Background: an optimization exercise with open tools, aiming at small area and a short achievable clock period. Do not read the settings as production practice.
The RTL was checked by simulation tests, not by an equivalence proof against the original design.
Power is estimated from default activity; no workload was simulated.

==> flow/config.mk <==
export PLATFORM = sky130hd
export DESIGN_NAME = rvExecSlice
export DESIGN_NICKNAME = rvExecSlice
export VERILOG_FILES = /design/flow/design.v
export SDC_FILE = /design/flow/constraint.sdc
export NUM_CORES = 4
export LEC_CHECK = 0
export CAP_MARGIN = 20
export CORE_MARGIN = 2
export CORE_UTILIZATION = 40
export SLEW_MARGIN = 20
==> flow/constraint.sdc <==
create_clock -name core_clock -period 5.0 [get_ports {clk}]
set_input_delay 1.0000 -clock core_clock [delete_from_list [all_inputs] [get_ports {clk}]]
set_output_delay 1.0000 -clock core_clock [all_outputs]
set_load 0.01 [all_outputs]
==> flow/design.v <==
package rvIsaPkg;
    localparam int xlen     = 32;
    localparam int regAddrW = 5;
    localparam logic [6:0] opCompute  = 7'b0110011;
    localparam logic [6:0] opICompute = 7'b0010011;
    localparam logic [6:0] opBranch   = 7'b1100011;
    localparam logic [6:0] opLoad     = 7'b0000011;
    localparam logic [6:0] opStore    = 7'b0100011;
    localparam logic [6:0] opJal      = 7'b1101111;
    localparam logic [6:0] opJalr     = 7'b1100111;
    localparam logic [6:0] opLui      = 7'b0110111;
    localparam logic [6:0] opAuipc    = 7'b0010111;
    localparam logic [6:0] funct7Base = 7'h00;
    localparam logic [6:0] funct7Alt  = 7'h20;  
    localparam logic [2:0] f3AddSub = 3'b000;
    localparam logic [2:0] f3Sll    = 3'b001;
    localparam logic [2:0] f3Slt    = 3'b010;
    localparam logic [2:0] f3Sltu   = 3'b011;
    localparam logic [2:0] f3Xor    = 3'b100;
    localparam logic [2:0] f3SrlSra = 3'b101;
    localparam logic [2:0] f3Or     = 3'b110;
    localparam logic [2:0] f3And    = 3'b111;
    localparam logic [2:0] f3Beq  = 3'b000;
    localparam logic [2:0] f3Bne  = 3'b001;
    localparam logic [2:0] f3Blt  = 3'b100;
    localparam logic [2:0] f3Bge  = 3'b101;
    localparam logic [2:0] f3Bltu = 3'b110;
    localparam logic [2:0] f3Bgeu = 3'b111;
    localparam logic [2:0] f3Byte  = 3'b000;
    localparam logic [2:0] f3Half  = 3'b001;
    localparam logic [2:0] f3Word  = 3'b010;
    localparam logic [2:0] f3ByteU = 3'b100;  
    localparam logic [2:0] f3HalfU = 3'b101;  
    typedef enum logic [2:0] {
        immNone   = 3'b000,
        immI      = 3'b001,
        immS      = 3'b010,
        immB      = 3'b011,
        immU      = 3'b100,
        immJ      = 3'b101,
        immShiftI = 3'b110
    } immKindE;
    typedef enum logic [1:0] {
        sizeByte = 2'b00,
        sizeHalf = 2'b01,
        sizeWord = 2'b10
    } memSizeE;
endpackage
package rvPipePkg;
    typedef enum logic [1:0] {
        wbAlu = 2'b00,
        wbMem = 2'b01,
        wbPc4 = 2'b10,
        wbImm = 2'b11
    } wbSelE;
    typedef struct packed {
        logic [32-1:0]     pc;
        logic [32-1:0]     rs1Data;
        logic [32-1:0]     rs2Data;
        logic [32-1:0]     imm;
        logic [6:0]                    opcode;
        logic [2:0]                    funct3;
        logic [6:0]                    funct7;
        logic [5-1:0] rd;
        logic                          regWrite;
        logic                          aSelPc;   
        logic                          bSelImm;  
        wbSelE                         wbSel;
        logic                          memRead;
        logic                          memWrite;
        logic [1:0]                    memSize;
        logic                          illegal;
    } decodedOpT;
    typedef struct packed {
        logic [32-1:0]     pc;
        logic [32-1:0]     rs1Data;  
        logic [32-1:0]     rs2Data;
        logic [32-1:0]     imm;
        logic [32-1:0]     opA;
        logic [32-1:0]     opB;
        logic [6:0]                    opcode;
        logic [2:0]                    funct3;
        logic [6:0]                    funct7;
        logic [5-1:0] rd;
        logic                          regWrite;
        wbSelE                         wbSel;
        logic                          memRead;
        logic                          memWrite;
        logic [1:0]                    memSize;
        logic                          illegal;
    } operandOpT;
    typedef struct packed {
        logic [5-1:0] rd;
        logic                          regWrite;
        logic [32-1:0]     wbValue;
        logic                          memRead;
        logic                          memWrite;
        logic [32-1:0]     memAddr;
        logic [1:0]                    memSize;
        logic                          branchTaken;
        logic [32-1:0]     nextPc;
        logic                          halt;
    } execResultT;
endpackage
`timescale 1ns/1ps
module rvDecoder (
    input  logic                clk,
    input  logic                rstN,
    input  logic                instValid,
    input  logic [31:0]         instWord,
    input  logic [31:0]         pc,
    input  logic [31:0]         rs1Data,
    input  logic [31:0]         rs2Data,
    output logic                decValid,
    output rvPipePkg::decodedOpT dec
);
    rvPipePkg::decodedOpT decNext;
    rvIsaPkg::immKindE    immKind;
    logic [6:0]           opcode;
    logic [2:0]           funct3;
    logic [6:0]           funct7;
    assign opcode = instWord[6:0];
    assign funct3 = instWord[14:12];
    assign funct7 = instWord[31:25];
    always_comb begin
        decNext          = '0;
        decNext.pc       = pc;
        decNext.rs1Data  = rs1Data;
        decNext.rs2Data  = rs2Data;
        decNext.opcode   = opcode;
        decNext.funct3   = funct3;
        decNext.funct7   = funct7;
        decNext.rd       = instWord[11:7];
        decNext.wbSel    = rvPipePkg::wbAlu;
        decNext.memSize  = rvIsaPkg::sizeByte;
        immKind          = rvIsaPkg::immNone;
        case (opcode)
            rvIsaPkg::opCompute: begin
                decNext.regWrite = 1'b1;
                if (funct7 != rvIsaPkg::funct7Base &&
                    !(funct7 == rvIsaPkg::funct7Alt &&
                      (funct3 == rvIsaPkg::f3AddSub || funct3 == rvIsaPkg::f3SrlSra)))
                    decNext.illegal = 1'b1;  
            end
            rvIsaPkg::opICompute: begin
                decNext.regWrite = 1'b1;
                decNext.bSelImm  = 1'b1;
                if (funct3 == rvIsaPkg::f3Sll || funct3 == rvIsaPkg::f3SrlSra) begin
                    immKind = rvIsaPkg::immShiftI;
                    if (funct7 != rvIsaPkg::funct7Base &&
                        !(funct3 == rvIsaPkg::f3SrlSra && funct7 == rvIsaPkg::funct7Alt))
                        decNext.illegal = 1'b1;
                end else begin
                    immKind = rvIsaPkg::immI;
                end
            end
            rvIsaPkg::opLoad: begin
                immKind          = rvIsaPkg::immI;
                decNext.regWrite = 1'b1;
                decNext.bSelImm  = 1'b1;
                decNext.memRead  = 1'b1;
                decNext.wbSel    = rvPipePkg::wbMem;
                case (funct3)
                    rvIsaPkg::f3Byte, rvIsaPkg::f3ByteU: decNext.memSize = rvIsaPkg::sizeByte;
                    rvIsaPkg::f3Half, rvIsaPkg::f3HalfU: decNext.memSize = rvIsaPkg::sizeHalf;
                    rvIsaPkg::f3Word:                    decNext.memSize = rvIsaPkg::sizeWord;
                    default:                             decNext.illegal = 1'b1;
                endcase
            end
            rvIsaPkg::opStore: begin
                immKind          = rvIsaPkg::immS;
                decNext.bSelImm  = 1'b1;
                decNext.memWrite = 1'b1;
                case (funct3)
                    rvIsaPkg::f3Byte: decNext.memSize = rvIsaPkg::sizeByte;
                    rvIsaPkg::f3Half: decNext.memSize = rvIsaPkg::sizeHalf;
                    rvIsaPkg::f3Word: decNext.memSize = rvIsaPkg::sizeWord;
                    default:          decNext.illegal = 1'b1;
                endcase
            end
            rvIsaPkg::opBranch: begin
                immKind         = rvIsaPkg::immB;
                decNext.aSelPc  = 1'b1;  
                decNext.bSelImm = 1'b1;
                decNext.illegal = (funct3 == 3'b010 || funct3 == 3'b011);
            end
            rvIsaPkg::opJal: begin
                immKind          = rvIsaPkg::immJ;
                decNext.regWrite = 1'b1;
                decNext.aSelPc   = 1'b1;
                decNext.bSelImm  = 1'b1;
                decNext.wbSel    = rvPipePkg::wbPc4;
            end
            rvIsaPkg::opJalr: begin
                immKind          = rvIsaPkg::immI;
                decNext.regWrite = 1'b1;
                decNext.bSelImm  = 1'b1;
                decNext.wbSel    = rvPipePkg::wbPc4;
            end
            rvIsaPkg::opLui: begin
                immKind          = rvIsaPkg::immU;
                decNext.regWrite = 1'b1;
                decNext.wbSel    = rvPipePkg::wbImm;
            end
            rvIsaPkg::opAuipc: begin
                immKind          = rvIsaPkg::immU;
                decNext.regWrite = 1'b1;
                decNext.aSelPc   = 1'b1;
                decNext.bSelImm  = 1'b1;
            end
            default: decNext.illegal = 1'b1;  
        endcase
        case (immKind)
            rvIsaPkg::immI:      decNext.imm = {{20{instWord[31]}}, instWord[31:20]};
            rvIsaPkg::immS:      decNext.imm = {{20{instWord[31]}}, instWord[31:25],
                                                instWord[11:7]};
            rvIsaPkg::immB:      decNext.imm = {{19{instWord[31]}}, instWord[31], instWord[7],
                                                instWord[30:25], instWord[11:8], 1'b0};
            rvIsaPkg::immU:      decNext.imm = {instWord[31:12], 12'b0};
            rvIsaPkg::immJ:      decNext.imm = {{11{instWord[31]}}, instWord[31],
                                                instWord[19:12], instWord[20],
                                                instWord[30:21], 1'b0};
            rvIsaPkg::immShiftI: decNext.imm = {27'b0, instWord[24:20]};  
            default:             decNext.imm = '0;
        endcase
    end
    always_ff @(posedge clk or negedge rstN) begin
        if (!rstN) begin
            decValid <= 1'b0;
            dec      <= '0;
        end else begin
            decValid <= instValid;
            if (instValid)
                dec <= decNext;
        end
    end
endmodule
`timescale 1ns/1ps
module rvOperandStage (
    input  logic                 clk,
    input  logic                 rstN,
    input  logic                 decValid,
    input  rvPipePkg::decodedOpT dec,
    output logic                 opValid,
    output rvPipePkg::operandOpT op
);
    rvPipePkg::operandOpT opNext;
    always_comb begin
        opNext          = '0;
        opNext.pc       = dec.pc;
        opNext.rs1Data  = dec.rs1Data;
        opNext.rs2Data  = dec.rs2Data;
        opNext.imm      = dec.imm;
        opNext.opA      = dec.aSelPc ? dec.pc : dec.rs1Data;
        opNext.opB      = dec.bSelImm ? dec.imm : dec.rs2Data;
        opNext.opcode   = dec.opcode;
        opNext.funct3   = dec.funct3;
        opNext.funct7   = dec.funct7;
        opNext.rd       = dec.rd;
        opNext.regWrite = dec.regWrite;
        opNext.wbSel    = dec.wbSel;
        opNext.memRead  = dec.memRead;
        opNext.memWrite = dec.memWrite;
        opNext.memSize  = dec.memSize;
        opNext.illegal  = dec.illegal;
    end
    always_ff @(posedge clk or negedge rstN) begin
        if (!rstN) begin
            opValid <= 1'b0;
            op      <= '0;
        end else begin
            opValid <= decValid;
            if (decValid)
                op <= opNext;
        end
    end
endmodule
`timescale 1ns/1ps
module rvExecutor (
    input  logic                  clk,
    input  logic                  rstN,
    input  logic                  opValid,
    input  rvPipePkg::operandOpT  op,
    output logic                  resValid,
    output rvPipePkg::execResultT result
);
    rvPipePkg::execResultT resNext;
    logic [31:0] aluSum;
    logic [31:0] aluOut;
    logic [31:0] pcPlus4;
    logic [31:0] target;
    logic [4:0]  shamt;
    logic        isAlu;
    logic        isAlt;
    logic        cond;
    logic        taken;
    logic        sizeHalt;
    logic        pcHalt;
    logic        halt;
    assign aluSum  = op.opA + op.opB;
    assign pcPlus4 = op.pc + 32'd4;
    assign shamt   = op.opB[4:0];
    assign isAlu   = (op.opcode == rvIsaPkg::opCompute) || (op.opcode == rvIsaPkg::opICompute);
    assign isAlt   = (op.funct7 == rvIsaPkg::funct7Alt);
    always_comb begin
        aluOut = aluSum;
        if (isAlu) begin
            case (op.funct3)
                rvIsaPkg::f3AddSub:
                    if (op.opcode == rvIsaPkg::opCompute && isAlt)
                        aluOut = op.opA - op.opB;
                rvIsaPkg::f3Sll:    aluOut = op.opA << shamt;
                rvIsaPkg::f3Slt:    aluOut = {31'b0, $signed(op.opA) < $signed(op.opB)};
                rvIsaPkg::f3Sltu:   aluOut = {31'b0, op.opA < op.opB};
                rvIsaPkg::f3Xor:    aluOut = op.opA ^ op.opB;
                rvIsaPkg::f3SrlSra: aluOut = isAlt ? 32'($signed(op.opA) >>> shamt)
                                                   : op.opA >> shamt;
                rvIsaPkg::f3Or:     aluOut = op.opA | op.opB;
                rvIsaPkg::f3And:    aluOut = op.opA & op.opB;
                default:            aluOut = aluSum;
            endcase
        end
    end
    always_comb begin
        case (op.funct3)
            rvIsaPkg::f3Beq:  cond = (op.rs1Data == op.rs2Data);
            rvIsaPkg::f3Bne:  cond = (op.rs1Data != op.rs2Data);
            rvIsaPkg::f3Blt:  cond = ($signed(op.rs1Data) < $signed(op.rs2Data));
            rvIsaPkg::f3Bge:  cond = ($signed(op.rs1Data) >= $signed(op.rs2Data));
            rvIsaPkg::f3Bltu: cond = (op.rs1Data < op.rs2Data);
            rvIsaPkg::f3Bgeu: cond = (op.rs1Data >= op.rs2Data);
            default:          cond = 1'b0;
        endcase
    end
    assign taken = (op.opcode == rvIsaPkg::opBranch && cond) ||
                   op.opcode == rvIsaPkg::opJal || op.opcode == rvIsaPkg::opJalr;
    assign target = (op.opcode == rvIsaPkg::opJalr) ? {aluSum[31:1], 1'b0} : aluSum;
    assign sizeHalt = (op.memRead || op.memWrite) &&
                      ((op.memSize == rvIsaPkg::sizeHalf && aluOut[0]) ||
                       (op.memSize == rvIsaPkg::sizeWord && aluOut[1:0] != 2'b00));
    assign pcHalt   = taken && (target[1:0] != 2'b00);
    assign halt     = op.illegal || sizeHalt || pcHalt;
    always_comb begin
        resNext             = '0;
        resNext.rd          = op.rd;
        resNext.regWrite    = op.regWrite && !halt;  
        resNext.memRead     = op.memRead;
        resNext.memWrite    = op.memWrite;
        resNext.memAddr     = aluOut;
        resNext.memSize     = op.memSize;
        resNext.branchTaken = taken;
        resNext.nextPc      = taken ? target : pcPlus4;
        resNext.halt        = halt;
        case (op.wbSel)
            rvPipePkg::wbAlu: resNext.wbValue = aluOut;
            rvPipePkg::wbPc4: resNext.wbValue = pcPlus4;   
            rvPipePkg::wbImm: resNext.wbValue = op.imm;
            default:          resNext.wbValue = '0;        
        endcase
    end
    always_ff @(posedge clk or negedge rstN) begin
        if (!rstN) begin
            resValid <= 1'b0;
            result   <= '0;
        end else begin
            resValid <= opValid;
            if (opValid)
                result <= resNext;
        end
    end
endmodule
`timescale 1ns/1ps
module rvExecSlice (
    input  logic                  clk,
    input  logic                  rstN,
    input  logic                  instValid,
    input  logic [31:0]           instWord,
    input  logic [31:0]           pc,
    input  logic [31:0]           rs1Data,
    input  logic [31:0]           rs2Data,
    output logic                  resValid,
    output logic [4:0]            resRd,
    output logic                  resRegWrite,
    output logic [31:0]           resWbValue,
    output logic                  resMemRead,
    output logic                  resMemWrite,
    output logic [31:0]           resMemAddr,
    output logic [1:0]            resMemSize,
    output logic                  resBranchTaken,
    output logic [31:0]           resNextPc,
    output logic                  resHalt
);
    logic                  decValid;
    rvPipePkg::decodedOpT  dec;
    logic                  opValid;
    rvPipePkg::operandOpT  op;
    rvPipePkg::execResultT result;
    rvDecoder u_decoder (
        .clk       (clk),
        .rstN      (rstN),
        .instValid (instValid),
        .instWord  (instWord),
        .pc        (pc),
        .rs1Data   (rs1Data),
        .rs2Data   (rs2Data),
        .decValid  (decValid),
        .dec       (dec)
    );
    rvOperandStage u_operand (
        .clk      (clk),
        .rstN     (rstN),
        .decValid (decValid),
        .dec      (dec),
        .opValid  (opValid),
        .op       (op)
    );
    rvExecutor u_executor (
        .clk      (clk),
        .rstN     (rstN),
        .opValid  (opValid),
        .op       (op),
        .resValid (resValid),
        .result   (result)
    );
    assign resRd          = result.rd;
    assign resRegWrite    = result.regWrite;
    assign resWbValue     = result.wbValue;
    assign resMemRead     = result.memRead;
    assign resMemWrite    = result.memWrite;
    assign resMemAddr     = result.memAddr;
    assign resMemSize     = result.memSize;
    assign resBranchTaken = result.branchTaken;
    assign resNextPc      = result.nextPc;
    assign resHalt        = result.halt;
endmodule
==> flow/run.sh <==
#!/bin/bash
# synth_recipe.tcl (not shown) runs the flow's synth.tcl, then flattens the netlist and writes it again
# the make line also repeats each setting of config.mk as NAME=value (left out here)
make -C /OpenROAD-flow-scripts/flow DESIGN_CONFIG=/design/flow/config.mk WORK_HOME=/design/flow/orfs CLKGATE_MAP_FILE= SYNTH_SCRIPT=/design/flow/synth_recipe.tcl finish
==> flow_summary.ini <==
[run_status]
status = no timing/DRC/antenna violations

[worst_hold_path]
hp-class = in -> async

[detailed_routing]
vias = 27036
dr.pass1.iters = 6
drc = 0
final_antenna_net_count = 0
vias_per_cell = 6.135
drt_iter0_markers = 3377
routed_wl_mm = 129.1
wire_per_inst_um = 29.30

[setup_path]
crit_fanout = 31
worst_setup_path_start_kind = register
worst_setup_path_end_kind = register
required_ps = 5540
cp.arrival_ps = 4780
crit_type = reg -> reg

[run]
maxCapViolations = 0

[sta]
slew_viol_final = 0
worst_slew_pin_slew_ps = 1201
fin_worst_skew_ps = 54.06
relSlewSlack = 0.1886
setup_slack_ps = 761.8
final_hold_viol_count = 0
fin_crit_sh = 0.8476
tns_ps = 0
setup_viol_count_final = 0
period_minus_slack_ps = 4238
max_clock_freq_mhz = 236.0
rsz0062_at_grt = false

[logic_synthesis]
synth.area.mux_share = 0.1874
synth-xor-area-share = 0.02093
synth_top_family_by_area = multiplexers
synth_ff_type = dfrtp_1
synthArstFlopShare = 1.000
ys_seq_area_frac = 0.4039
syn_area_per_cell_um2 = 9.554
synth-edff-count = 0
synth_compound_area_frac = 0.1694
netlist_instances = 3197
ys_warn_count = 3
ys_seq_elements = 493
synth.distinct_cells = 87
synth-simple-area-share = 0.1144
synth.cell_area_mm2 = 0.03055
syn_nets = 3460
synthAdderAreaFrac = 0.05456

[pwr]
swShare = 0.3913
p_int_mw = 9.204
p_leak_nw = 15.19
ir_drop_mv = 0.2860
seq_power_share = 0.348
netSwitchingPower_mw = 5.916
clock_power_share = 0.266
combPwrFrac = 0.386
powerDensity_mw_per_mm2 = 419.5

[die]
dieArea_mm2 = 0.07859
start_util = 0.4029
die_y_um = 280.3
row_count = 101
core-area_mm2 = 0.07582
die_w_um = 280.3
io_pins = 240

[finish]
drive_gt1_frac = 0.1674
multi_input_area_mm2 = 0.01672
fillCellCount = 7213
syn_to_final_growth_pct = 18.00
antenna_cells = 0
final_nets = 3652
seq_area_mm2 = 0.01236

[place]
dp_hpwl_mm = 100.2
io_buffers = 239
gp_congestion = 1.088
place_ws_ps = 837.8

[clock_tree]
insertion_delay_ps = 640
clockBufferDepth = 3
cts_tree = done
clkTransAtPathRegs_ps = 70
post-cts-setup-buffers = 0
h-tree-depth = 2
postCtsHoldBufs = 0
cts.root.buffer_cell = clkbuf_16
cts_buffers = 53
clock-sinks = 493
cts_resized = 0

[grt]
grt_antenna_before_repair = 5
grt_max_degree = 145
grt-ovfl-total = 0
grt_pass1_vias = 25828
grtUsageTotal = 0.3250
grt_pass1_wl_mm = 185.0
==> placed cells by master (no fill, tap or decap), types with 9 or more instances in the layout <==
master,netlist,layout
a211o_1,10,10
a211oi_1,35,35
a21o_1,17,17
a21oi_1,311,310
a221oi_1,14,14
a22oi_1,23,23
a31oi_1,26,26
and3_1,10,10
buf_4,7,112
clkbuf_1,166,11
clkbuf_16,0,53
clkbuf_8,0,11
clkdlybuf4s50_1,0,237
clkinv_2,0,9
dfrtp_1,493,483
ha_1,130,130
inv_1,157,157
mux2_1,10,10
mux2_2,281,281
mux2i_1,141,141
mux4_2,46,46
nand2_1,228,228
nand2b_1,12,12
nand3_1,47,47
nand4_1,23,23
nor2_1,360,359
nor2b_1,19,19
nor3_1,36,35
nor4_1,15,15
o211ai_1,22,22
o21a_1,15,15
o21ai_0,180,178
o21ai_1,30,32
o21bai_1,10,10
o221ai_1,21,21
o22ai_1,33,33
o31ai_1,10,10
or3_1,9,9
xnor2_1,50,50
xor2_1,23,23
==> flip-flops by register name, summed over array words and instances (netlist names) <==
signal               flops
u_decoder.dec          160
u_decoder.decValid       1
u_executor.resValid      1
u_executor.result      108
u_operand.op           222
u_operand.opValid        1
==> cells in the mapped netlist (all sizes together) (11+ instances only) <==
master,n,area share
o22ai,33,0.0068
nand2b,12,0.0025
o211ai,24,0.0065
clkbuf,166,0.020
mux4,46,0.034
o21a,15,0.0037
nand4,23,0.0047
a22oi,23,0.0057
o221ai,21,0.0060
a21oi,314,0.052
o21ai,210,0.034
nor2b,19,0.0039
a221oi,15,0.0045
mux2,291,0.11
a211oi,38,0.0098
xor2,23,0.0066
mux2i,141,0.046
nand3,47,0.0077
nor3,36,0.0059
buf,54,0.0090
nor4,16,0.0035
nand2,228,0.028
inv,160,0.020
a31oi,27,0.0060
a21o,17,0.0042
nor2,360,0.044
and3,11,0.0024
ha,130,0.053
xnor2,50,0.014
dfrtp,493,0.40
==> critical path: stages, from the launching register on <==
cell      delay [ps]
dfrtp_1          380
ha_1             380
nand4_1          230
nor4_1           540
o31ai_1          260
a211oi_1         530
o31ai_1          210
o211ai_4         160
buf_4            610
mux2i_1          580
mux2_2           260
==> kinds of logic (layout without fill, tap and decap cells) <==
group                    count (synthesis)  after routing
AND/OR/NAND/NOR                        798            798
flip-flops                             493            493
XOR/XNOR                                73             73
buffers and inverters                  383            615
adder cells (fa/ha/maj)                132            132
multiplexers                           478            478
AO/OA/AOI/OAI                          840            840
==> final cells by class <==
cell class,count,share of cell area
multi-input cells,2321,0.4639
flip-flops and latches,493,0.3428
repair buffers,357,0.09321
clock buffers,75,0.04214
well taps,978,0.03395
inverters,163,0.01698
clock inverters,20,0.007012
==> through the flow <==
stage | hold slack (ps) | utilization | cells | total power [mW] | cell area, um^2
after CTS | 332.5 | 0.4754 | 4407 | 14.99 | 36040
after detailed placement | 470.8 | 0.4520 | 4312 | 10.94 | 34270
after global routing | 351.4 | 0.4754 | 4407 | 15.67 | 36040
after floorplan | 351.9 | - | 3197 | 8.209 | 30550
after global placement | 461.7 | 0.4520 | 4312 | 10.97 | 34270
final | 317.5 | 0.4754 | 4407 | 15.12 | 36040
==> routing by layer <==
layer / track usage / vias up / wire length, um
li1: - / 11851 / -
met1: 0.4514 / 13440 / 53670
met2: 0.4795 / 1442 / 55550
met3: 0.06320 / 299 / 12080
met4: 0.1699 / 4 / 7802
met5: 0 / - / 21
==> power by group through the flow <==
stage / Clock, mW / Sequential (mW) / Combinational [mW]
final: 4.02 / 5.26 / 5.84
after CTS: 4.08 / 5.25 / 5.66
after floorplan: 0 / 5.11 / 3.10
after detailed placement: 0 / 5.31 / 5.63
after global placement: 0 / 5.30 / 5.67
after global routing: 4.25 / 5.31 / 6.11
==> path summary, 6_finish.rpt <==
| path | from | end | slack, ps | depth (start not counted) |
|---|---|---|---|---|
| max in group asynchronous | rstN | u_decoder.dec[150]$_DFFE_PN0P_ | 3510 | 2 |
| hold reg to reg | u_executor.result[0]$_DFFE_PN0P_ | u_executor.result[0]$_DFFE_PN0P_ | 480 | 1 |
| setup / recovery | u_operand.op[189]$_DFFE_PN0P_ | u_executor.result[16]$_DFFE_PN0P_ | 760 | 10 |
| hold / removal | rstN | u_executor.result[40]$_DFFE_PN0P_ | 320 | 1 |
| setup reg to reg | u_operand.op[189]$_DFFE_PN0P_ | u_executor.result[16]$_DFFE_PN0P_ | 760 | 10 |
| min in group core_clock | u_executor.result[0]$_DFFE_PN0P_ | u_executor.result[0]$_DFFE_PN0P_ | 480 | 1 |

==> port drivers added, routing unchanged <==
No port has a modelled driver above. Below, the same layout with a new extraction and two added sets of constraints. Step 1 assumes that a clkbuf_16 drives the clock port and a buf_2 every other input. Step 2 also shifts input and output timing later by t, the mid clock arrival at the registers, as if the neighbouring blocks saw the same clock. a / b / c = no drivers / after step 1 / after step 2; a / b = the first two.
t, ns: 0.669
slack for setup (ns): 0.762 / 0.762 / 0.762
clock arrival spread, ns: 0.054 / 0.054
After both steps setup and hold are still met in this run. For this run, drivers alone change the setup slack by 0.000 ns; drivers and shift together by 0.000 ns.
